This is an optimization exercise on Yosys and OpenROAD, whose aim is small area, a short achievable clock period and few clock cycles per item, not a production implementation.
No run shown here included a check of the RTL's function; only the layout flow was run.
Power and IR drop assume default switching activity.

==> flow/design.v, too long to show whole: its modules and the start of the top module <==
// module csa_fa: 9 lines
// module binary_neuron: 962 lines
module binary_neuron (
    input  logic                    clk,
    input  logic                    reset,
    input  logic                    in_valid,
    output logic                    in_ready,
    input  logic [320:0]            in_req,
    output logic                    out_valid,
    input  logic                    out_ready,
    output logic [9:0]              out_sum
);
  // ...
==> flow/flow/run.sh <==
#!/bin/bash
# The standard layout (standard.sh: ORFS synthesis to final layout), with
# one change: the input and output ports are buffered with the smallest
# buffer, sky130_fd_sc_hd__buf_1, instead of the cell buffer_ports picks by
# default (clkdlybuf4s50_1).  Later repair steps may still resize them.
set -euo pipefail
export BUFFER_PORTS_ARGS="-buffer_cell sky130_fd_sc_hd__buf_1"
bash standard.sh > standard_flow.log 2>&1
==> flow/standard.sh <==
#!/bin/bash
# synth_recipe.tcl (not shown) runs the flow's synth.tcl, then flattens the netlist and writes it again
# the make line also repeats each setting of config.mk as NAME=value (left out here)
make -C /OpenROAD-flow-scripts/flow DESIGN_CONFIG=/design/flow/config.mk WORK_HOME=/design/flow/orfs CLKGATE_MAP_FILE= SYNTH_SCRIPT=/design/flow/synth_recipe.tcl "${@:-finish}"
==> flow/config.mk <==
export PLATFORM = sky130hd
export DESIGN_NAME = binary_neuron
export DESIGN_NICKNAME = binary_neuron
export VERILOG_FILES = /design/flow/design.v
export SDC_FILE = /design/flow/constraint.sdc
export NUM_CORES = 4
export LEC_CHECK = 0
export CAP_MARGIN = 20
export CORE_MARGIN = 2
export CORE_UTILIZATION = 40
export CTS_BUF_LIST = sky130_fd_sc_hd__clkbuf_4 sky130_fd_sc_hd__clkbuf_8
export SLEW_MARGIN = 20
export SYNTH_HIERARCHICAL = 1
export SYNTH_MINIMUM_KEEP_SIZE = 0
==> flow/constraint.sdc <==
create_clock -name core_clock -period 6.0 [get_ports {clk}]
set_input_delay 1.2000 -clock core_clock [delete_from_list [all_inputs] [get_ports {clk}]]
set_output_delay 1.2000 -clock core_clock [all_outputs]
set_load 0.01 [all_outputs]
==> results by group, run 1 <==
Synth
  – Warnings from Yosys: 8
  – Compound-Gate Fraction of Synth Area: 2.69%
  – Largest family of logic cells by synthesized area: adder cells
  – Register area share after synthesis: 36.6%
  – FF+latch count, synth: 237

Timing
  – Setup violations, final: 0
  – Rel. slew slack: 40.9%
  – Hold slack: 0.317 ns

Critical path
  – CP startpoint kind: input port
  – Worst EP arrival: 3.04 ns
  – Origin of the critical flop-to-flop path: q_occ[0]$_SDFFE_PP0P_
  – R2r endpoint: q_occ[0]$_SDFFE_PP0P_
  – Crit path required time: 6.40 ns
  – Worst r2r path cells: 6

Place
  – IO buf count: 336
  – GPL Wtd Cong: 0.845
  – Pre-CTS setup slack: 2.78 ns

Route
  – Routed wl met3: 1300 µm
  – Routed wire length: 34,900 µm
  – Drt drc: 0

Floorplan
  – DIE WIDTH: 193 µm
  – Core box area: 35,500 µm²
  – Die Height: 193 µm

Power
  – Static Leak: 6.31 nW
  – Clock group share of total power: 17.8%
  – Cell Pwr Density: 498 nW/µm²
  – Switching share of power: 38.0%
  – Max power group: combinational logic
  – Reg power frac: 34.0%

Clocking
  – H-tree depth: 2
  – CTS Hold Bufs: 0
  – Max clock buf depth: 3
  – CTS buffer count: 39
  – Worst-path clk slew: 0.06 ns
  – CTS tree: built
  – Post-CTS sizing: 0

Status
  – Result of the run: no timing/DRC/antenna violations

Global routing
  – Gr usage total: 18.9%

Cells and area
  – Multi-input gate area: 8930 µm²
  – Clkbuf count: 57
  – Seq area share: 30.9%
  – Signal buf overhead: 7.43%
  – Diodes inserted: 0
  – Multi-input logic portion of the cell area: 52.6%
==> run 2: changes to the inputs <==
--- a/flow/design.v
+++ b/flow/design.v
@@ -3,16 +3,24 @@
     input  logic a,
     input  logic b,
     input  logic c,
     output logic s,
     output logic co
 );
     assign {co, s} = {1'b0, a} + {1'b0, b} + {1'b0, c};
 endmodule
+module csa_ha (
+    input  logic a,
+    input  logic b,
+    output logic s,
+    output logic co
+);
+    assign {co, s} = {1'b0, a} + {1'b0, b};
+endmodule
 `timescale 1ns/10ps
 module binary_neuron (
     input  logic                    clk,
     input  logic                    reset,
     input  logic                    in_valid,
     output logic                    in_ready,
     input  logic [320:0]            in_req,
     output logic                    out_valid,
@@ -206,19 +214,19 @@
     wire p2_61 = in_req[75] ^ (~in_req[3] & (in_req[73] | in_req[74]));
     wire q3_61 = ~(in_req[76] ^ (~in_req[3] & (in_req[73] | in_req[74] | in_req[75])));
     wire p1_62 = in_req[70] ^ (~in_req[2] & in_req[69]);
     wire p2_62 = in_req[71] ^ (~in_req[2] & (in_req[69] | in_req[70]));
     wire q3_62 = ~(in_req[72] ^ (~in_req[2] & (in_req[69] | in_req[70] | in_req[71])));
     wire p1_63 = in_req[66] ^ (~in_req[1] & in_req[65]);
     wire p2_63 = in_req[67] ^ (~in_req[1] & (in_req[65] | in_req[66]));
     wire q3_63 = ~(in_req[68] ^ (~in_req[1] & (in_req[65] | in_req[66] | in_req[67])));
-    logic r1_s57, r1_s59, r1_s61, r1_s123, r1_s125, r1_s127, r1_s129, r1_s131, r1_s133, r1_s135, r1_c58, r1_c60, r1_c62, r1_s137, r1_s139, r1_s141, r1_s143, r1_s145, r1_c122, r1_c124, r1_c126, r1_c128, r1_c130, r1_c132, r1_c134, r1_c136, r1_s203, r1_s205, r1_s207, r1_s209, r1_s211, r1_s213, r1_s215, r1_s217, r1_s219, r1_s221, r1_s223, r1_s225, r1_s227, r1_s229, r1_s231, r1_c138, r1_c140, r1_c142, r1_c144, r1_c146, r1_s233, r1_s235, r1_s311, r1_s313, r1_c204, r1_c206, r1_c208, r1_c210, r1_c212, r1_c214, r1_c216, r1_c218, r1_c220, r1_c222, r1_c224, r1_c226, r1_c228, r1_c230, r1_c232, r1_s315, r1_s317, r1_s319, r1_s321, r1_s323, r1_s325, r1_s327, r1_s329, r1_s331, r1_s333, r1_s335, r1_s337, r1_s339, r1_s341, r1_c234, r1_c236, r1_c314, r1_c316, r1_c318, r1_c320, r1_c322, r1_c324, r1_c326, r1_c328, r1_c330, r1_c332, r1_c334, r1_c336, r1_c338, r1_c340, r1_c342, r1_s393, r1_s395, r1_s397, r1_s399, r1_s401, r1_s403, r1_s405, r1_c394, r1_c396, r1_c398, r1_c400, r1_c402, r1_c404, r1_c406;
-    logic r2_s265, r2_s267, r2_s269, r2_s379, r2_c268, r2_s381, r2_c270, r2_s383, r2_s385, r2_c376, r2_c378, r2_c380, r2_s433, r2_c382, r2_s435, r2_s437, r2_s439, r2_c384, r2_c386, r2_s459, r2_s461, r2_s463, r2_c434, r2_c436, r2_c438, r2_s465, r2_c440, r2_s467, r2_s483, r2_c464, r2_c466, r2_c468, r2_s485, r2_c484, r2_c486, r2_s63, r2_s157, r2_s159;
-    logic r3_s477, r3_c452, r3_s479, r3_c478, r3_s493, r3_c480, r3_c492, r3_s499, r3_c494, r3_c498, r3_c500, r3_s63, r3_s157, r3_s271, r3_s391, r3_s451, r3_s159;
+    logic r1_s39, r1_s41, r1_s43, r1_s45, r1_s47, r1_s49, r1_s51, r1_s53, r1_s55, r1_s107, r1_c44, r1_c46, r1_c48, r1_c50, r1_c52, r1_c54, r1_c56, r1_s109, r1_s111, r1_s113, r1_s115, r1_s117, r1_s119, r1_s121, r1_s123, r1_s125, r1_s127, r1_s129, r1_s131, r1_s133, r1_s135, r1_c110, r1_c112, r1_c114, r1_c116, r1_c118, r1_c120, r1_c122, r1_c124, r1_c126, r1_c128, r1_c130, r1_c132, r1_c134, r1_c136, r1_s203, r1_s205, r1_s207, r1_s209, r1_s211, r1_s213, r1_s215, r1_s217, r1_s219, r1_s221, r1_s223, r1_s225, r1_s227, r1_s229, r1_s231, r1_c200, r1_c202, r1_s273, r1_s275, r1_s277, r1_s279, r1_s281, r1_s283, r1_s285, r1_s287, r1_s289, r1_s291, r1_s293, r1_s295, r1_s297, r1_s299, r1_s301, r1_s303, r1_s305, r1_s307, r1_s309, r1_s311, r1_s313, r1_c204, r1_c206, r1_c208, r1_c210, r1_c212, r1_c214, r1_c216, r1_c218, r1_c220, r1_c222, r1_c224, r1_c226, r1_c228, r1_c230, r1_c232, r1_s315, r1_s317, r1_s319, r1_s321, r1_s323, r1_s325, r1_s327, r1_c274, r1_c276, r1_c278, r1_c280, r1_c282, r1_c284, r1_c286, r1_c288, r1_c290, r1_c292, r1_c294, r1_c296, r1_c298, r1_c300, r1_c302, r1_c304, r1_c306, r1_c308, r1_c310, r1_c312, r1_c314, r1_c316, r1_c318, r1_c320, r1_c322, r1_c324, r1_c326, r1_c328;
+    logic r2_s265, r2_s267, r2_s269, r2_s379, r2_c268, r2_s381, r2_c270, r2_s383, r2_s385, r2_s433, r2_c382, r2_s435, r2_s437, r2_s439, r2_c384, r2_c386, r2_s441, r2_s465, r2_c440, r2_s467, r2_c442, r2_s469, r2_s471, r2_c468, r2_s485, r2_c470, r2_c472, r2_s487, r2_c484, r2_c486, r2_c488, r2_s63, r2_s157, r2_s159;
+    logic r3_s477, r3_c452, r3_s479, r3_c478, r3_s493, r3_c480, r3_c492, r3_s499, r3_c494, r3_s63, r3_s157, r3_s271, r3_s391, r3_s451, r3_s503, r3_c504, r3_s159;
     wire s1 = ~(in_req[317] ^ in_req[313]);
     wire c2 = in_req[317] | in_req[313];
     wire s3, c4;
     csa_fa u_s3 (.a(in_req[309]), .b(in_req[305]), .c(in_req[301]), .s(s3), .co(c4));
     wire s5, c6;
     csa_fa u_s5 (.a(in_req[297]), .b(in_req[293]), .c(in_req[289]), .s(s5), .co(c6));
     wire s7, c8;
     csa_fa u_s7 (.a(in_req[285]), .b(in_req[281]), .c(in_req[277]), .s(s7), .co(c8));
@@ -266,23 +274,23 @@
     csa_fa u_s49 (.a(s15), .b(s17), .c(s19), .s(s49), .co(c50));
     wire s51, c52;
     csa_fa u_s51 (.a(s21), .b(s23), .c(s25), .s(s51), .co(c52));
     wire s53, c54;
     csa_fa u_s53 (.a(s27), .b(s29), .c(s31), .s(s53), .co(c54));
     wire s55, c56;
     csa_fa u_s55 (.a(s33), .b(s35), .c(s37), .s(s55), .co(c56));
     wire s57, c58;
-    csa_fa u_s57 (.a(s39), .b(s41), .c(s43), .s(s57), .co(c58));
+    csa_fa u_s57 (.a(r1_s39), .b(r1_s41), .c(r1_s43), .s(s57), .co(c58));
     wire s59, c60;
-    csa_fa u_s59 (.a(s45), .b(s47), .c(s49), .s(s59), .co(c60));
+    csa_fa u_s59 (.a(r1_s45), .b(r1_s47), .c(r1_s49), .s(s59), .co(c60));
     wire s61, c62;
-    csa_fa u_s61 (.a(s51), .b(s53), .c(s55), .s(s61), .co(c62));
+    csa_fa u_s61 (.a(r1_s51), .b(r1_s53), .c(r1_s55), .s(s61), .co(c62));
     wire s63, c64;
-    csa_fa u_s63 (.a(r1_s57), .b(r1_s59), .c(r1_s61), .s(s63), .co(c64));
+    csa_fa u_s63 (.a(s57), .b(s59), .c(s61), .s(s63), .co(c64));
     wire s65 = ~(in_req[0] ^ p1_0);
     wire c66 = in_req[0] | p1_0;
     wire s67, c68;
     csa_fa u_s67 (.a(p1_1), .b(p1_2), .c(p1_3), .s(s67), .co(c68));
     wire s69, c70;
     csa_fa u_s69 (.a(p1_4), .b(p1_5), .c(p1_6), .s(s69), .co(c70));
     wire s71, c72;
     csa_fa u_s71 (.a(p1_7), .b(p1_8), .c(p1_9), .s(s71), .co(c72));
@@ -346,35 +354,35 @@
     csa_fa u_s129 (.a(s83), .b(s85), .c(s87), .s(s129), .co(c130));
     wire s131, c132;
     csa_fa u_s131 (.a(s89), .b(s91), .c(s93), .s(s131), .co(c132));
     wire s133, c134;
     csa_fa u_s133 (.a(s95), .b(s97), .c(s99), .s(s133), .co(c134));
     wire s135, c136;
     csa_fa u_s135 (.a(s101), .b(s103), .c(s105), .s(s135), .co(c136));
     wire s137, c138;
-    csa_fa u_s137 (.a(s107), .b(c44), .c(c46), .s(s137), .co(c138));
+    csa_fa u_s137 (.a(r1_s107), .b(r1_c44), .c(r1_c46), .s(s137), .co(c138));
     wire s139, c140;
-    csa_fa u_s139 (.a(c48), .b(c50), .c(c52), .s(s139), .co(c140));
+    csa_fa u_s139 (.a(r1_c48), .b(r1_c50), .c(r1_c52), .s(s139), .co(c140));
     wire s141, c142;
-    csa_fa u_s141 (.a(c54), .b(c56), .c(s109), .s(s141), .co(c142));
+    csa_fa u_s141 (.a(r1_c54), .b(r1_c56), .c(r1_s109), .s(s141), .co(c142));
     wire s143, c144;
-    csa_fa u_s143 (.a(s111), .b(s113), .c(s115), .s(s143), .co(c144));
+    csa_fa u_s143 (.a(r1_s111), .b(r1_s113), .c(r1_s115), .s(s143), .co(c144));
     wire s145, c146;
-    csa_fa u_s145 (.a(s117), .b(s119), .c(s121), .s(s145), .co(c146));
+    csa_fa u_s145 (.a(r1_s117), .b(r1_s119), .c(r1_s121), .s(s145), .co(c146));
     wire s147, c148;
     csa_fa u_s147 (.a(r1_s123), .b(r1_s125), .c(r1_s127), .s(s147), .co(c148));
     wire s149, c150;
     csa_fa u_s149 (.a(r1_s129), .b(r1_s131), .c(r1_s133), .s(s149), .co(c150));
     wire s151, c152;
-    csa_fa u_s151 (.a(r1_s135), .b(r1_c58), .c(r1_c60), .s(s151), .co(c152));
+    csa_fa u_s151 (.a(r1_s135), .b(c58), .c(c60), .s(s151), .co(c152));
     wire s153, c154;
-    csa_fa u_s153 (.a(r1_c62), .b(r1_s137), .c(r1_s139), .s(s153), .co(c154));
+    csa_fa u_s153 (.a(c62), .b(s137), .c(s139), .s(s153), .co(c154));
     wire s155, c156;
-    csa_fa u_s155 (.a(r1_s141), .b(r1_s143), .c(r1_s145), .s(s155), .co(c156));
+    csa_fa u_s155 (.a(s141), .b(s143), .c(s145), .s(s155), .co(c156));
     wire s157, c158;
     csa_fa u_s157 (.a(s147), .b(s149), .c(c64), .s(s157), .co(c158));
     wire s159, c160;
     csa_fa u_s159 (.a(s151), .b(s153), .c(s155), .s(s159), .co(c160));
     wire s161 = ~(p2_0 ^ p2_1);
     wire c162 = p2_0 | p2_1;
     wire s163, c164;
     csa_fa u_s163 (.a(p2_2), .b(p2_3), .c(p2_4), .s(s163), .co(c164));
@@ -442,39 +450,39 @@
     csa_fa u_s225 (.a(s179), .b(s181), .c(s183), .s(s225), .co(c226));
     wire s227, c228;
     csa_fa u_s227 (.a(s185), .b(s187), .c(s189), .s(s227), .co(c228));
     wire s229, c230;
     csa_fa u_s229 (.a(s191), .b(s193), .c(s195), .s(s229), .co(c230));
     wire s231, c232;
     csa_fa u_s231 (.a(s197), .b(s199), .c(s201), .s(s231), .co(c232));
     wire s233, c234;
-    csa_fa u_s233 (.a(c110), .b(c112), .c(c114), .s(s233), .co(c234));
+    csa_fa u_s233 (.a(r1_c110), .b(r1_c112), .c(r1_c114), .s(s233), .co(c234));
     wire s235, c236;
-    csa_fa u_s235 (.a(c116), .b(c118), .c(c120), .s(s235), .co(c236));
+    csa_fa u_s235 (.a(r1_c116), .b(r1_c118), .c(r1_c120), .s(s235), .co(c236));
     wire s237, c238;
     csa_fa u_s237 (.a(r1_c122), .b(r1_c124), .c(r1_c126), .s(s237), .co(c238));
     wire s239, c240;
     csa_fa u_s239 (.a(r1_c128), .b(r1_c130), .c(r1_c132), .s(s239), .co(c240));
     wire s241, c242;
     csa_fa u_s241 (.a(r1_c134), .b(r1_c136), .c(r1_s203), .s(s241), .co(c242));
     wire s243, c244;
     csa_fa u_s243 (.a(r1_s205), .b(r1_s207), .c(r1_s209), .s(s243), .co(c244));
     wire s245, c246;
     csa_fa u_s245 (.a(r1_s211), .b(r1_s213), .c(r1_s215), .s(s245), .co(c246));
     wire s247, c248;
     csa_fa u_s247 (.a(r1_s217), .b(r1_s219), .c(r1_s221), .s(s247), .co(c248));
     wire s249, c250;
     csa_fa u_s249 (.a(r1_s223), .b(r1_s225), .c(r1_s227), .s(s249), .co(c250));
     wire s251, c252;
-    csa_fa u_s251 (.a(r1_s229), .b(r1_s231), .c(r1_c138), .s(s251), .co(c252));
+    csa_fa u_s251 (.a(r1_s229), .b(r1_s231), .c(c138), .s(s251), .co(c252));
     wire s253, c254;
-    csa_fa u_s253 (.a(r1_c140), .b(r1_c142), .c(r1_c144), .s(s253), .co(c254));
+    csa_fa u_s253 (.a(c140), .b(c142), .c(c144), .s(s253), .co(c254));
     wire s255, c256;
-    csa_fa u_s255 (.a(r1_c146), .b(r1_s233), .c(r1_s235), .s(s255), .co(c256));
+    csa_fa u_s255 (.a(c146), .b(s233), .c(s235), .s(s255), .co(c256));
     wire s257, c258;
     csa_fa u_s257 (.a(c148), .b(c150), .c(s237), .s(s257), .co(c258));
     wire s259, c260;
     csa_fa u_s259 (.a(s239), .b(s241), .c(s243), .s(s259), .co(c260));
     wire s261, c262;
     csa_fa u_s261 (.a(s245), .b(s247), .c(s249), .s(s261), .co(c262));
     wire s263, c264;
     csa_fa u_s263 (.a(c152), .b(c154), .c(c156), .s(s263), .co(c264));
@@ -538,29 +546,29 @@
     csa_fa u_s321 (.a(c176), .b(c178), .c(c180), .s(s321), .co(c322));
     wire s323, c324;
     csa_fa u_s323 (.a(c182), .b(c184), .c(c186), .s(s323), .co(c324));
     wire s325, c326;
     csa_fa u_s325 (.a(c188), .b(c190), .c(c192), .s(s325), .co(c326));
     wire s327, c328;
     csa_fa u_s327 (.a(c194), .b(c196), .c(c198), .s(s327), .co(c328));
     wire s329, c330;
-    csa_fa u_s329 (.a(c200), .b(c202), .c(s273), .s(s329), .co(c330));
+    csa_fa u_s329 (.a(r1_c200), .b(r1_c202), .c(r1_s273), .s(s329), .co(c330));
     wire s331, c332;
-    csa_fa u_s331 (.a(s275), .b(s277), .c(s279), .s(s331), .co(c332));
+    csa_fa u_s331 (.a(r1_s275), .b(r1_s277), .c(r1_s279), .s(s331), .co(c332));
     wire s333, c334;
-    csa_fa u_s333 (.a(s281), .b(s283), .c(s285), .s(s333), .co(c334));
+    csa_fa u_s333 (.a(r1_s281), .b(r1_s283), .c(r1_s285), .s(s333), .co(c334));
     wire s335, c336;
-    csa_fa u_s335 (.a(s287), .b(s289), .c(s291), .s(s335), .co(c336));
+    csa_fa u_s335 (.a(r1_s287), .b(r1_s289), .c(r1_s291), .s(s335), .co(c336));
     wire s337, c338;
-    csa_fa u_s337 (.a(s293), .b(s295), .c(s297), .s(s337), .co(c338));
+    csa_fa u_s337 (.a(r1_s293), .b(r1_s295), .c(r1_s297), .s(s337), .co(c338));
     wire s339, c340;
-    csa_fa u_s339 (.a(s299), .b(s301), .c(s303), .s(s339), .co(c340));
+    csa_fa u_s339 (.a(r1_s299), .b(r1_s301), .c(r1_s303), .s(s339), .co(c340));
     wire s341, c342;
-    csa_fa u_s341 (.a(s305), .b(s307), .c(s309), .s(s341), .co(c342));
+    csa_fa u_s341 (.a(r1_s305), .b(r1_s307), .c(r1_s309), .s(s341), .co(c342));
     wire s343, c344;
     csa_fa u_s343 (.a(r1_s311), .b(r1_s313), .c(r1_c204), .s(s343), .co(c344));
     wire s345, c346;
     csa_fa u_s345 (.a(r1_c206), .b(r1_c208), .c(r1_c210), .s(s345), .co(c346));
     wire s347, c348;
     csa_fa u_s347 (.a(r1_c212), .b(r1_c214), .c(r1_c216), .s(s347), .co(c348));
     wire s349, c350;
     csa_fa u_s349 (.a(r1_c218), .b(r1_c220), .c(r1_c222), .s(s349), .co(c350));
@@ -568,21 +576,21 @@
     csa_fa u_s351 (.a(r1_c224), .b(r1_c226), .c(r1_c228), .s(s351), .co(c352));
     wire s353, c354;
     csa_fa u_s353 (.a(r1_c230), .b(r1_c232), .c(r1_s315), .s(s353), .co(c354));
     wire s355, c356;
     csa_fa u_s355 (.a(r1_s317), .b(r1_s319), .c(r1_s321), .s(s355), .co(c356));
     wire s357, c358;
     csa_fa u_s357 (.a(r1_s323), .b(r1_s325), .c(r1_s327), .s(s357), .co(c358));
     wire s359, c360;
-    csa_fa u_s359 (.a(r1_s329), .b(r1_s331), .c(r1_s333), .s(s359), .co(c360));
+    csa_fa u_s359 (.a(s329), .b(s331), .c(s333), .s(s359), .co(c360));
     wire s361, c362;
-    csa_fa u_s361 (.a(r1_s335), .b(r1_s337), .c(r1_s339), .s(s361), .co(c362));
+    csa_fa u_s361 (.a(s335), .b(s337), .c(s339), .s(s361), .co(c362));
     wire s363, c364;
-    csa_fa u_s363 (.a(r1_s341), .b(r1_c234), .c(r1_c236), .s(s363), .co(c364));
+    csa_fa u_s363 (.a(s341), .b(c234), .c(c236), .s(s363), .co(c364));
     wire s365, c366;
     csa_fa u_s365 (.a(c238), .b(c240), .c(c242), .s(s365), .co(c366));
     wire s367, c368;
     csa_fa u_s367 (.a(c244), .b(c246), .c(s343), .s(s367), .co(c368));
     wire s369, c370;
     csa_fa u_s369 (.a(s345), .b(s347), .c(c248), .s(s369), .co(c370));
     wire s371, c372;
     csa_fa u_s371 (.a(c250), .b(s349), .c(s351), .s(s371), .co(c372));
@@ -601,46 +609,46 @@
     wire s385, c386;
     csa_fa u_s385 (.a(c266), .b(s375), .c(s377), .s(s385), .co(c386));
     wire s387, c388;
     csa_fa u_s387 (.a(r2_s379), .b(r2_c268), .c(r2_s381), .s(s387), .co(c388));
     wire s389, c390;
     csa_fa u_s389 (.a(r2_c270), .b(r2_s383), .c(r2_s385), .s(s389), .co(c390));
     wire s391, c392;
     csa_fa u_s391 (.a(s387), .b(c272), .c(s389), .s(s391), .co(c392));
-    wire s393 = ~(c274 ^ c276);
-    wire c394 = c274 | c276;
+    wire s393 = ~(r1_c274 ^ r1_c276);
+    wire c394 = r1_c274 | r1_c276;
     wire s395, c396;
-    csa_fa u_s395 (.a(c278), .b(c280), .c(c282), .s(s395), .co(c396));
+    csa_fa u_s395 (.a(r1_c278), .b(r1_c280), .c(r1_c282), .s(s395), .co(c396));
     wire s397, c398;
-    csa_fa u_s397 (.a(c284), .b(c286), .c(c288), .s(s397), .co(c398));
+    csa_fa u_s397 (.a(r1_c284), .b(r1_c286), .c(r1_c288), .s(s397), .co(c398));
     wire s399, c400;
-    csa_fa u_s399 (.a(c290), .b(c292), .c(c294), .s(s399), .co(c400));
+    csa_fa u_s399 (.a(r1_c290), .b(r1_c292), .c(r1_c294), .s(s399), .co(c400));
     wire s401, c402;
-    csa_fa u_s401 (.a(c296), .b(c298), .c(c300), .s(s401), .co(c402));
+    csa_fa u_s401 (.a(r1_c296), .b(r1_c298), .c(r1_c300), .s(s401), .co(c402));
     wire s403, c404;
-    csa_fa u_s403 (.a(c302), .b(c304), .c(c306), .s(s403), .co(c404));
+    csa_fa u_s403 (.a(r1_c302), .b(r1_c304), .c(r1_c306), .s(s403), .co(c404));
     wire s405, c406;
-    csa_fa u_s405 (.a(c308), .b(c310), .c(c312), .s(s405), .co(c406));
+    csa_fa u_s405 (.a(r1_c308), .b(r1_c310), .c(r1_c312), .s(s405), .co(c406));
     wire s407, c408;
     csa_fa u_s407 (.a(r1_c314), .b(r1_c316), .c(r1_c318), .s(s407), .co(c408));
     wire s409, c410;
     csa_fa u_s409 (.a(r1_c320), .b(r1_c322), .c(r1_c324), .s(s409), .co(c410));
     wire s411, c412;
-    csa_fa u_s411 (.a(r1_c326), .b(r1_c328), .c(r1_c330), .s(s411), .co(c412));
+    csa_fa u_s411 (.a(r1_c326), .b(r1_c328), .c(c330), .s(s411), .co(c412));
     wire s413, c414;
-    csa_fa u_s413 (.a(r1_c332), .b(r1_c334), .c(r1_c336), .s(s413), .co(c414));
+    csa_fa u_s413 (.a(c332), .b(c334), .c(c336), .s(s413), .co(c414));
     wire s415, c416;
-    csa_fa u_s415 (.a(r1_c338), .b(r1_c340), .c(r1_c342), .s(s415), .co(c416));
+    csa_fa u_s415 (.a(c338), .b(c340), .c(c342), .s(s415), .co(c416));
     wire s417, c418;
-    csa_fa u_s417 (.a(r1_s393), .b(r1_s395), .c(r1_s397), .s(s417), .co(c418));
+    csa_fa u_s417 (.a(s393), .b(s395), .c(s397), .s(s417), .co(c418));
     wire s419, c420;
-    csa_fa u_s419 (.a(r1_s399), .b(r1_s401), .c(r1_s403), .s(s419), .co(c420));
+    csa_fa u_s419 (.a(s399), .b(s401), .c(s403), .s(s419), .co(c420));
     wire s421, c422;
-    csa_fa u_s421 (.a(r1_s405), .b(c344), .c(c346), .s(s421), .co(c422));
+    csa_fa u_s421 (.a(s405), .b(c344), .c(c346), .s(s421), .co(c422));
     wire s423, c424;
     csa_fa u_s423 (.a(c348), .b(c350), .c(c352), .s(s423), .co(c424));
     wire s425, c426;
     csa_fa u_s425 (.a(c354), .b(c356), .c(c358), .s(s425), .co(c426));
     wire s427, c428;
     csa_fa u_s427 (.a(s407), .b(s409), .c(c360), .s(s427), .co(c428));
     wire s429, c430;
     csa_fa u_s429 (.a(c362), .b(s411), .c(s413), .s(s429), .co(c430));
@@ -650,80 +658,80 @@
     csa_fa u_s433 (.a(c364), .b(c366), .c(c368), .s(s433), .co(c434));
     wire s435, c436;
     csa_fa u_s435 (.a(s421), .b(c370), .c(c372), .s(s435), .co(c436));
     wire s437, c438;
     csa_fa u_s437 (.a(c374), .b(s423), .c(s425), .s(s437), .co(c438));
     wire s439, c440;
     csa_fa u_s439 (.a(s427), .b(s429), .c(s431), .s(s439), .co(c440));
     wire s441, c442;
-    csa_fa u_s441 (.a(r2_c376), .b(r2_c378), .c(r2_c380), .s(s441), .co(c442));
+    csa_fa u_s441 (.a(c376), .b(c378), .c(c380), .s(s441), .co(c442));
     wire s443, c444;
     csa_fa u_s443 (.a(r2_s433), .b(r2_c382), .c(r2_s435), .s(s443), .co(c444));
     wire s445, c446;
     csa_fa u_s445 (.a(r2_s437), .b(r2_s439), .c(r2_c384), .s(s445), .co(c446));
     wire s447, c448;
-    csa_fa u_s447 (.a(r2_c386), .b(s441), .c(c388), .s(s447), .co(c448));
+    csa_fa u_s447 (.a(r2_c386), .b(r2_s441), .c(c388), .s(s447), .co(c448));
     wire s449, c450;
     csa_fa u_s449 (.a(s443), .b(c390), .c(s445), .s(s449), .co(c450));
     wire s451, c452;
     csa_fa u_s451 (.a(s447), .b(c392), .c(s449), .s(s451), .co(c452));
-    wire s453 = ~(r1_c394 ^ r1_c396);
-    wire c454 = r1_c394 | r1_c396;
+    wire s453 = ~(c394 ^ c396);
+    wire c454 = c394 | c396;
     wire s455, c456;
-    csa_fa u_s455 (.a(r1_c398), .b(r1_c400), .c(r1_c402), .s(s455), .co(c456));
+    csa_fa u_s455 (.a(c398), .b(c400), .c(c402), .s(s455), .co(c456));
     wire s457, c458;
-    csa_fa u_s457 (.a(r1_c404), .b(r1_c406), .c(c408), .s(s457), .co(c458));
+    csa_fa u_s457 (.a(c404), .b(c406), .c(c408), .s(s457), .co(c458));
     wire s459, c460;
     csa_fa u_s459 (.a(c410), .b(c412), .c(c414), .s(s459), .co(c460));
     wire s461, c462;
     csa_fa u_s461 (.a(c416), .b(c418), .c(c420), .s(s461), .co(c462));
     wire s463, c464;
     csa_fa u_s463 (.a(s453), .b(s455), .c(c422), .s(s463), .co(c464));
     wire s465, c466;
     csa_fa u_s465 (.a(c424), .b(c426), .c(s457), .s(s465), .co(c466));
     wire s467, c468;
     csa_fa u_s467 (.a(c428), .b(c430), .c(c432), .s(s467), .co(c468));
     wire s469, c470;
-    csa_fa u_s469 (.a(r2_s459), .b(r2_s461), .c(r2_s463), .s(s469), .co(c470));
+    csa_fa u_s469 (.a(s459), .b(s461), .c(s463), .s(s469), .co(c470));
     wire s471, c472;
-    csa_fa u_s471 (.a(r2_c434), .b(r2_c436), .c(r2_c438), .s(s471), .co(c472));
+    csa_fa u_s471 (.a(c434), .b(c436), .c(c438), .s(s471), .co(c472));
     wire s473, c474;
     csa_fa u_s473 (.a(r2_s465), .b(r2_c440), .c(r2_s467), .s(s473), .co(c474));
     wire s475, c476;
-    csa_fa u_s475 (.a(c442), .b(s469), .c(c444), .s(s475), .co(c476));
+    csa_fa u_s475 (.a(r2_c442), .b(r2_s469), .c(c444), .s(s475), .co(c476));
     wire s477, c478;
-    csa_fa u_s477 (.a(s471), .b(s473), .c(c446), .s(s477), .co(c478));
+    csa_fa u_s477 (.a(r2_s471), .b(s473), .c(c446), .s(s477), .co(c478));
     wire s479, c480;
     csa_fa u_s479 (.a(c448), .b(s475), .c(c450), .s(s479), .co(c480));
     wire s481, c482;
     csa_fa u_s481 (.a(r3_s477), .b(r3_c452), .c(r3_s479), .s(s481), .co(c482));
     wire s483 = ~(c454 ^ c456);
     wire c484 = c454 | c456;
     wire s485, c486;
     csa_fa u_s485 (.a(c458), .b(c460), .c(c462), .s(s485), .co(c486));
     wire s487, c488;
-    csa_fa u_s487 (.a(r2_s483), .b(r2_c464), .c(r2_c466), .s(s487), .co(c488));
+    csa_fa u_s487 (.a(s483), .b(c464), .c(c466), .s(s487), .co(c488));
     wire s489, c490;
-    csa_fa u_s489 (.a(r2_c468), .b(r2_s485), .c(c470), .s(s489), .co(c490));
+    csa_fa u_s489 (.a(r2_c468), .b(r2_s485), .c(r2_c470), .s(s489), .co(c490));
     wire s491, c492;
-    csa_fa u_s491 (.a(c472), .b(s487), .c(c474), .s(s491), .co(c492));
+    csa_fa u_s491 (.a(r2_c472), .b(r2_s487), .c(c474), .s(s491), .co(c492));
     wire s493, c494;
     csa_fa u_s493 (.a(s489), .b(c476), .c(s491), .s(s493), .co(c494));
     wire s495, c496;
     csa_fa u_s495 (.a(r3_c478), .b(r3_s493), .c(r3_c480), .s(s495), .co(c496));
     wire s497 = ~(r2_c484 ^ r2_c486);
     wire c498 = r2_c484 | r2_c486;
     wire s499, c500;
-    csa_fa u_s499 (.a(c488), .b(s497), .c(c490), .s(s499), .co(c500));
+    csa_fa u_s499 (.a(r2_c488), .b(s497), .c(c490), .s(s499), .co(c500));
     wire s501, c502;
     csa_fa u_s501 (.a(r3_c492), .b(r3_s499), .c(r3_c494), .s(s501), .co(c502));
-    wire s503 = ~(r3_c498 ^ r3_c500);
-    wire c504 = r3_c498 | r3_c500;
-    wire [9:0] row_a = {c504, s503, s501, s495, s481, r3_s451, r3_s391, r3_s271, r3_s157, r3_s63};
+    wire s503 = ~(c498 ^ c500);
+    wire c504 = c498 | c500;
+    wire [9:0] row_a = {r3_c504, r3_s503, s501, s495, s481, r3_s451, r3_s391, r3_s271, r3_s157, r3_s63};
     wire [9:0] row_b = {1'b0, c502, c496, c482, 1'b0, 1'b0, 1'b0, 1'b0, r3_s159, 1'b0};
     wire [9:0] total = row_a + row_b;
     logic         accept, pop;
     logic [4:0] pending, pending_next;
     assign accept = in_valid && in_ready;
     assign pop    = out_valid && out_ready;
     always_comb begin
         case ({accept, pop})
@@ -745,34 +753,53 @@
     always_ff @(posedge clk) begin
         if (reset) begin
             stage_valid <= '0;
         end else begin
             stage_valid <= {stage_valid[2:1], accept};
         end
     end
     always_ff @(posedge clk) begin
-        r1_s57 <= s57;
-        r1_s59 <= s59;
-        r1_s61 <= s61;
+        r1_s39 <= s39;
+        r1_s41 <= s41;
+        r1_s43 <= s43;
+        r1_s45 <= s45;
+        r1_s47 <= s47;
+        r1_s49 <= s49;
+        r1_s51 <= s51;
+        r1_s53 <= s53;
+        r1_s55 <= s55;
+        r1_s107 <= s107;
+        r1_c44 <= c44;
+        r1_c46 <= c46;
+        r1_c48 <= c48;
+        r1_c50 <= c50;
+        r1_c52 <= c52;
+        r1_c54 <= c54;
+        r1_c56 <= c56;
+        r1_s109 <= s109;
+        r1_s111 <= s111;
+        r1_s113 <= s113;
+        r1_s115 <= s115;
+        r1_s117 <= s117;
+        r1_s119 <= s119;
+        r1_s121 <= s121;
         r1_s123 <= s123;
         r1_s125 <= s125;
         r1_s127 <= s127;
         r1_s129 <= s129;
         r1_s131 <= s131;
         r1_s133 <= s133;
         r1_s135 <= s135;
-        r1_c58 <= c58;
-        r1_c60 <= c60;
-        r1_c62 <= c62;
-        r1_s137 <= s137;
-        r1_s139 <= s139;
-        r1_s141 <= s141;
-        r1_s143 <= s143;
-        r1_s145 <= s145;
+        r1_c110 <= c110;
+        r1_c112 <= c112;
+        r1_c114 <= c114;
+        r1_c116 <= c116;
+        r1_c118 <= c118;
+        r1_c120 <= c120;
         r1_c122 <= c122;
         r1_c124 <= c124;
         r1_c126 <= c126;
         r1_c128 <= c128;
         r1_c130 <= c130;
         r1_c132 <= c132;
         r1_c134 <= c134;
         r1_c136 <= c136;
@@ -786,23 +813,37 @@
         r1_s217 <= s217;
         r1_s219 <= s219;
         r1_s221 <= s221;
         r1_s223 <= s223;
         r1_s225 <= s225;
         r1_s227 <= s227;
         r1_s229 <= s229;
         r1_s231 <= s231;
-        r1_c138 <= c138;
-        r1_c140 <= c140;
-        r1_c142 <= c142;
-        r1_c144 <= c144;
-        r1_c146 <= c146;
-        r1_s233 <= s233;
-        r1_s235 <= s235;
+        r1_c200 <= c200;
+        r1_c202 <= c202;
+        r1_s273 <= s273;
+        r1_s275 <= s275;
+        r1_s277 <= s277;
+        r1_s279 <= s279;
+        r1_s281 <= s281;
+        r1_s283 <= s283;
+        r1_s285 <= s285;
+        r1_s287 <= s287;
+        r1_s289 <= s289;
+        r1_s291 <= s291;
+        r1_s293 <= s293;
+        r1_s295 <= s295;
+        r1_s297 <= s297;
+        r1_s299 <= s299;
+        r1_s301 <= s301;
+        r1_s303 <= s303;
+        r1_s305 <= s305;
+        r1_s307 <= s307;
+        r1_s309 <= s309;
         r1_s311 <= s311;
         r1_s313 <= s313;
         r1_c204 <= c204;
         r1_c206 <= c206;
         r1_c208 <= c208;
         r1_c210 <= c210;
         r1_c212 <= c212;
         r1_c214 <= c214;
@@ -817,112 +858,98 @@
         r1_c232 <= c232;
         r1_s315 <= s315;
         r1_s317 <= s317;
         r1_s319 <= s319;
         r1_s321 <= s321;
         r1_s323 <= s323;
         r1_s325 <= s325;
         r1_s327 <= s327;
-        r1_s329 <= s329;
-        r1_s331 <= s331;
-        r1_s333 <= s333;
-        r1_s335 <= s335;
-        r1_s337 <= s337;
-        r1_s339 <= s339;
-        r1_s341 <= s341;
-        r1_c234 <= c234;
-        r1_c236 <= c236;
+        r1_c274 <= c274;
+        r1_c276 <= c276;
+        r1_c278 <= c278;
+        r1_c280 <= c280;
+        r1_c282 <= c282;
+        r1_c284 <= c284;
+        r1_c286 <= c286;
+        r1_c288 <= c288;
+        r1_c290 <= c290;
+        r1_c292 <= c292;
+        r1_c294 <= c294;
+        r1_c296 <= c296;
+        r1_c298 <= c298;
+        r1_c300 <= c300;
+        r1_c302 <= c302;
+        r1_c304 <= c304;
+        r1_c306 <= c306;
+        r1_c308 <= c308;
+        r1_c310 <= c310;
+        r1_c312 <= c312;
         r1_c314 <= c314;
         r1_c316 <= c316;
         r1_c318 <= c318;
         r1_c320 <= c320;
         r1_c322 <= c322;
         r1_c324 <= c324;
         r1_c326 <= c326;
         r1_c328 <= c328;
-        r1_c330 <= c330;
-        r1_c332 <= c332;
-        r1_c334 <= c334;
-        r1_c336 <= c336;
-        r1_c338 <= c338;
-        r1_c340 <= c340;
-        r1_c342 <= c342;
-        r1_s393 <= s393;
-        r1_s395 <= s395;
-        r1_s397 <= s397;
-        r1_s399 <= s399;
-        r1_s401 <= s401;
-        r1_s403 <= s403;
-        r1_s405 <= s405;
-        r1_c394 <= c394;
-        r1_c396 <= c396;
-        r1_c398 <= c398;
-        r1_c400 <= c400;
-        r1_c402 <= c402;
-        r1_c404 <= c404;
-        r1_c406 <= c406;
     end
     always_ff @(posedge clk) begin
         r2_s265 <= s265;
         r2_s267 <= s267;
         r2_s269 <= s269;
         r2_s379 <= s379;
         r2_c268 <= c268;
         r2_s381 <= s381;
         r2_c270 <= c270;
         r2_s383 <= s383;
         r2_s385 <= s385;
-        r2_c376 <= c376;
-        r2_c378 <= c378;
-        r2_c380 <= c380;
         r2_s433 <= s433;
         r2_c382 <= c382;
         r2_s435 <= s435;
         r2_s437 <= s437;
         r2_s439 <= s439;
         r2_c384 <= c384;
         r2_c386 <= c386;
-        r2_s459 <= s459;
-        r2_s461 <= s461;
-        r2_s463 <= s463;
-        r2_c434 <= c434;
-        r2_c436 <= c436;
-        r2_c438 <= c438;
+        r2_s441 <= s441;
         r2_s465 <= s465;
         r2_c440 <= c440;
         r2_s467 <= s467;
-        r2_s483 <= s483;
-        r2_c464 <= c464;
-        r2_c466 <= c466;
+        r2_c442 <= c442;
+        r2_s469 <= s469;
+        r2_s471 <= s471;
         r2_c468 <= c468;
         r2_s485 <= s485;
+        r2_c470 <= c470;
+        r2_c472 <= c472;
+        r2_s487 <= s487;
         r2_c484 <= c484;
         r2_c486 <= c486;
+        r2_c488 <= c488;
         r2_s63 <= s63;
         r2_s157 <= s157;
         r2_s159 <= s159;
     end
     always_ff @(posedge clk) begin
         r3_s477 <= s477;
         r3_c452 <= c452;
         r3_s479 <= s479;
         r3_c478 <= c478;
         r3_s493 <= s493;
         r3_c480 <= c480;
         r3_c492 <= c492;
         r3_s499 <= s499;
         r3_c494 <= c494;
-        r3_c498 <= c498;
-        r3_c500 <= c500;
         r3_s63 <= r2_s63;
         r3_s157 <= r2_s157;
         r3_s271 <= s271;
         r3_s391 <= s391;
         r3_s451 <= s451;
+        r3_s503 <= s503;
+        r3_c504 <= c504;
         r3_s159 <= r2_s159;
     end
     logic [9:0]      q_data [0:3];
     logic [3:0]    q_wr, q_rd, q_occ;
     logic [9:0]      q_head;
     logic            q_empty;
     logic            result;        
     logic            head_load;     
==> flow/flow/run.sh (replaced) <==
#!/bin/bash
# The standard layout (standard.sh: ORFS synthesis to final layout), with
# two changes:
#  - the input and output ports are buffered with the smallest buffer,
#    sky130_fd_sc_hd__buf_1, instead of the cell buffer_ports picks by default
#    (clkdlybuf4s50_1); later repair steps may still resize them;
#  - clock tree synthesis adds no dummy loads to the clock tree.
set -euo pipefail
export BUFFER_PORTS_ARGS="-buffer_cell sky130_fd_sc_hd__buf_1"
export CTS_ARGS="-sink_clustering_enable -repair_clock_nets -buf_list sky130_fd_sc_hd__clkbuf_8 -dont_use_dummy_load"
bash standard.sh > standard_flow.log 2>&1
==> flow/config.mk (replaced) <==
export PLATFORM = sky130hd
export DESIGN_NAME = binary_neuron
export DESIGN_NICKNAME = binary_neuron
export VERILOG_FILES = /design/flow/design.v
export SDC_FILE = /design/flow/constraint.sdc
export NUM_CORES = 4
export LEC_CHECK = 0
export CAP_MARGIN = 20
export CORE_MARGIN = 2
export CORE_UTILIZATION = 40
export CTS_BUF_LIST = sky130_fd_sc_hd__clkbuf_8
export SLEW_MARGIN = 20
export SYNTH_HIERARCHICAL = 1
export SYNTH_MINIMUM_KEEP_SIZE = 0
==> results by group, run 2 <==
Timing
  – Setup violations, final: 0 (unchanged)
  – Final Hold Viols: 0
  – Crit share post-route: 42.1%
  – Max frequency: 396 MHz
  – Final Slew Violations: 0
  – Unrepaired setup endpoints after global routing: no
  – Final setup TNS: 0 ns
  – Final Critical Period: 2.53 ns
  – Least-Margin Pin Slew: 0.927 ns
  – Rel. slew slack: 38.2% (-2.7 points)
  – Hold slack: 0.307 ns (-0.00975 ns)
  – Clock Skew: 0.0700 ns

Floorplan
  – Initial core utilization: 40.4%
  – Site Rows: 70
  – Core box area: 36,400 µm² (+2.7%)
  – Die area: 38,400 µm²
  – Die Height: 196 µm (+1.3%)
  – I/O pin total: 337
  – DIE WIDTH: 196 µm (+1.3%)

Clocking
  – CTS tree: built
  – Clk sinks: 256
  – Setup Buffers After CTS: 0
  – H-tree depth: 2 (unchanged)
  – Max clock buf depth: 3 (unchanged)
  – Worst-path clk slew: 0.06 ns (about the same)
  – Clock Tree Root: clkbuf_8
  – Post-CTS sizing: 0 (unchanged)
  – Worst-Skew Late Latency: 0.55 ns
  – CTS Hold Bufs: 0 (unchanged)
  – CTS buffer count: 42 (+7.7%)

Critical path
  – Critical path fanouts, max: 1
  – Crit end category: flop
  – Crit path from: r1_s281$_DFF_P_
  – Crit Path Class: flop to flop
  – Crit path required time: 6.43 ns (+0.03 ns)
  – Origin of the critical flop-to-flop path: r1_s281$_DFF_P_
  – CP startpoint kind: flop
  – Flop2flop setup slack: 3.48 ns
  – Worst EP arrival: 2.95 ns (-0.09 ns)

Power
  – Switching share of power: 38.6% (+0.51 points)
  – Internal power: 0.00522 W
  – Max rail drop VDD: 327 µV
  – Clock group share of total power: 14.1% (-3.7 points)
  – Static Leak: 6.33 nW (+0.28%)
  – Reg power frac: 34.8% (+0.8 points)
  – P_sw: 0.00328 W
  – Gate power share: 51.1%
  – Cell Pwr Density: 497 nW/µm² (-0.24%)

Synth
  – Syn Nets: 1,779
  – Yosys cell types: 33
  – Count leader, synth: fa_1
  – Synth Area per Inst: 12.3 µm²
  – Post-synth top cells: fa_1, nor2_1, dfxtp_1, xnor2_1, xor2_1
  – Register area share after synthesis: 38.2% (+1.6 points)
  – Synth async-reset ratio: 0%
  – Post-synth top area cell: fa_1
  – Synth area leaders: fa_1, dfxtp_1, edfxtp_1
  – Number of synthesized flops with an enable pin: 50
  – Share of the synthesized area in the top cell type: 33.0%
  – FF+latch count, synth: 256 (+8.0%)
  – Warnings from Yosys: 8 (unchanged)
  – Ys flop type: dfxtp_1
  – Mapped Area: 14,700 µm²
  – Syn Inst Count: 1,194

Route
  – DRT iter0 DRCs: 273
  – DR pass1 iterations: 4
  – Via-per-instance ratio: 4.62
  – Avg WL per Cell: 17.3 µm
  – Via count: 9,371
  – Routed wire length: 35,200 µm (+0.81%)
  – ANT nets after route: 0
  – Drt drc: 0 (unchanged)

Cells and area
  – Final nets: 2,149
  – Commonest non-fill, non-tap cell in the layout: buf_1
  – Commonest non-fill, non-tap cells in the layout: buf_1, fa_1, nor2_1
  – Diodes inserted: 0 (unchanged)
  – Largest regs: q_data (40), out_sum (10), pending (5)
  – Largest Register: q_data
  – Layout cell share with drive strength beyond 1: 3.20%
  – Max reg flops: 40
  – Area growth from synthesis to layout: 16.2%

Min path
  – Worst hold start: r2_s157$_DFF_P_
  – Hold Crit Class: flop to flop

Global routing
  – Initial antenna violation count: 1
  – Vias in the first global route: 10,200
  – Largest net degree at the start of global routing: 25
  – Grt total ovfl: 0
  – Gr usage total: 19.0% (+0.090 points)
  – First-pass GRT wire length: 55,100 µm

Status
  – Result of the run: no timing/DRC/antenna violations

Place
  – HPWL after detailed placement: 30,800 µm
  – IO buf count: 336 (unchanged)
  – GPL Wtd Cong: 0.855 (+1.2%)

Flow run
  – Max-Cap Viols: 0
## run 2: final cells by class
type | count | area (µm²)
repair buffers | 336 | 1260
fillers | 3396 | 19300
inverters | 35 | 131
well taps | 468 | 586
multi-input cells | 893 | 8930
flip-flops and latches | 256 | 5630
clock buffers | 42 | 578
## run 2: per-layer routing
metal  vias to the layer above  wire [µm]  share of wire (%)  global-route usage [%]
met5                         -          0                  0                       0
met4                         0        612                1.7                    4.21
met3                        44       1540                4.4                    2.80
met2                       248      18800                 53                    35.3
met1                      4544      14300                 41                    23.3
li1                       4535          -                  -                       -
## run 2: metrics by stage
step	power, W	util, %	worst slack (ns)	cell area [µm²]	instances
2_1_floorplan	0.00570	-	3.37	14700	1194
3_3_place_gp	0.00727	45.4	2.86	16500	1988
3_5_place_dp	0.00744	45.4	2.90	16500	1988
4_1_cts	0.00867	47.0	3.45	17100	2030
5_1_grt	0.00936	47.0	3.34	17100	2030
6_report	0.00850	47.0	3.48	17100	2030
## run 2: worst paths after layout
path,to,cells past startpoint
max reg2reg,r2_s385$_DFF_P_,4
max,r2_s385$_DFF_P_,4
min,r3_s157$_DFF_P_,0
min reg2reg,r3_s157$_DFF_P_,0
## run 2: Yosys stat by module, one instance, submodules excluded
module	flip-flops and latches	cells inside
csa_fa	0	1
binary_neuron	256	951
## run 2: kinds of logic after synthesis
| group | share of synthesized area (%) |
|---|---|
| compound gates | 2.66 |
| xor+xnor | 11.8 |
| fa+ha+maj | 34.5 |
| buf+inv | 1.15 |
| flops | 38.2 |
| mux | 0.136 |
| simple gates | 11.5 |
## run 2: critical path, stage by stage (launching register included)
cell     delay (ns)
dfxtp_1        0.32
fa_1           0.63
fa_1           0.48
fa_1           0.58
fa_1           0.41
## run 2: power groups by stage
stage	clock, W	sequential [W]	combinational, W
2_1_floorplan	0	0.00288	0.00282
3_3_place_gp	0	0.00300	0.00427
3_5_place_dp	0	0.00301	0.00443
4_1_cts	0.00125	0.00297	0.00445
5_1_grt	0.00132	0.00302	0.00502
6_report	0.00120	0.00296	0.00435

afterwards: timing with drivers on the ports:
In the flow no input, the clock included, has a driving cell. The finished layouts below were timed again as built, in two steps.
Step 1 sets driving cells, clkbuf_16 on the clock port and buf_2 on the other inputs (assumed; they add their load-dependent delay and slew).
Step 2 times the ports against the registers' clock, not the clock port: input delays grow and output delays shrink by t, the midpoint of the rising clock arrivals with the driver on.
Three values: ideal ports, drivers, drivers and shift; two values: the first two.
run	t, ns	setup slack, ns	worst hold slack (ns)	latest minus earliest clock arrival (ns)
run 1	0.566	3.359 / 3.380 / 2.814	0.317 / 0.317 / 0.317	0.026 / 0.026
run 2	0.557	3.475 / 3.475 / 2.947	0.307 / 0.307 / 0.307	0.070 / 0.070
After both steps setup and hold are still met in every run listed. The setup slack of run 1, which loses most, moves by +0.021 ns with the drivers and by -0.545 ns with both steps.
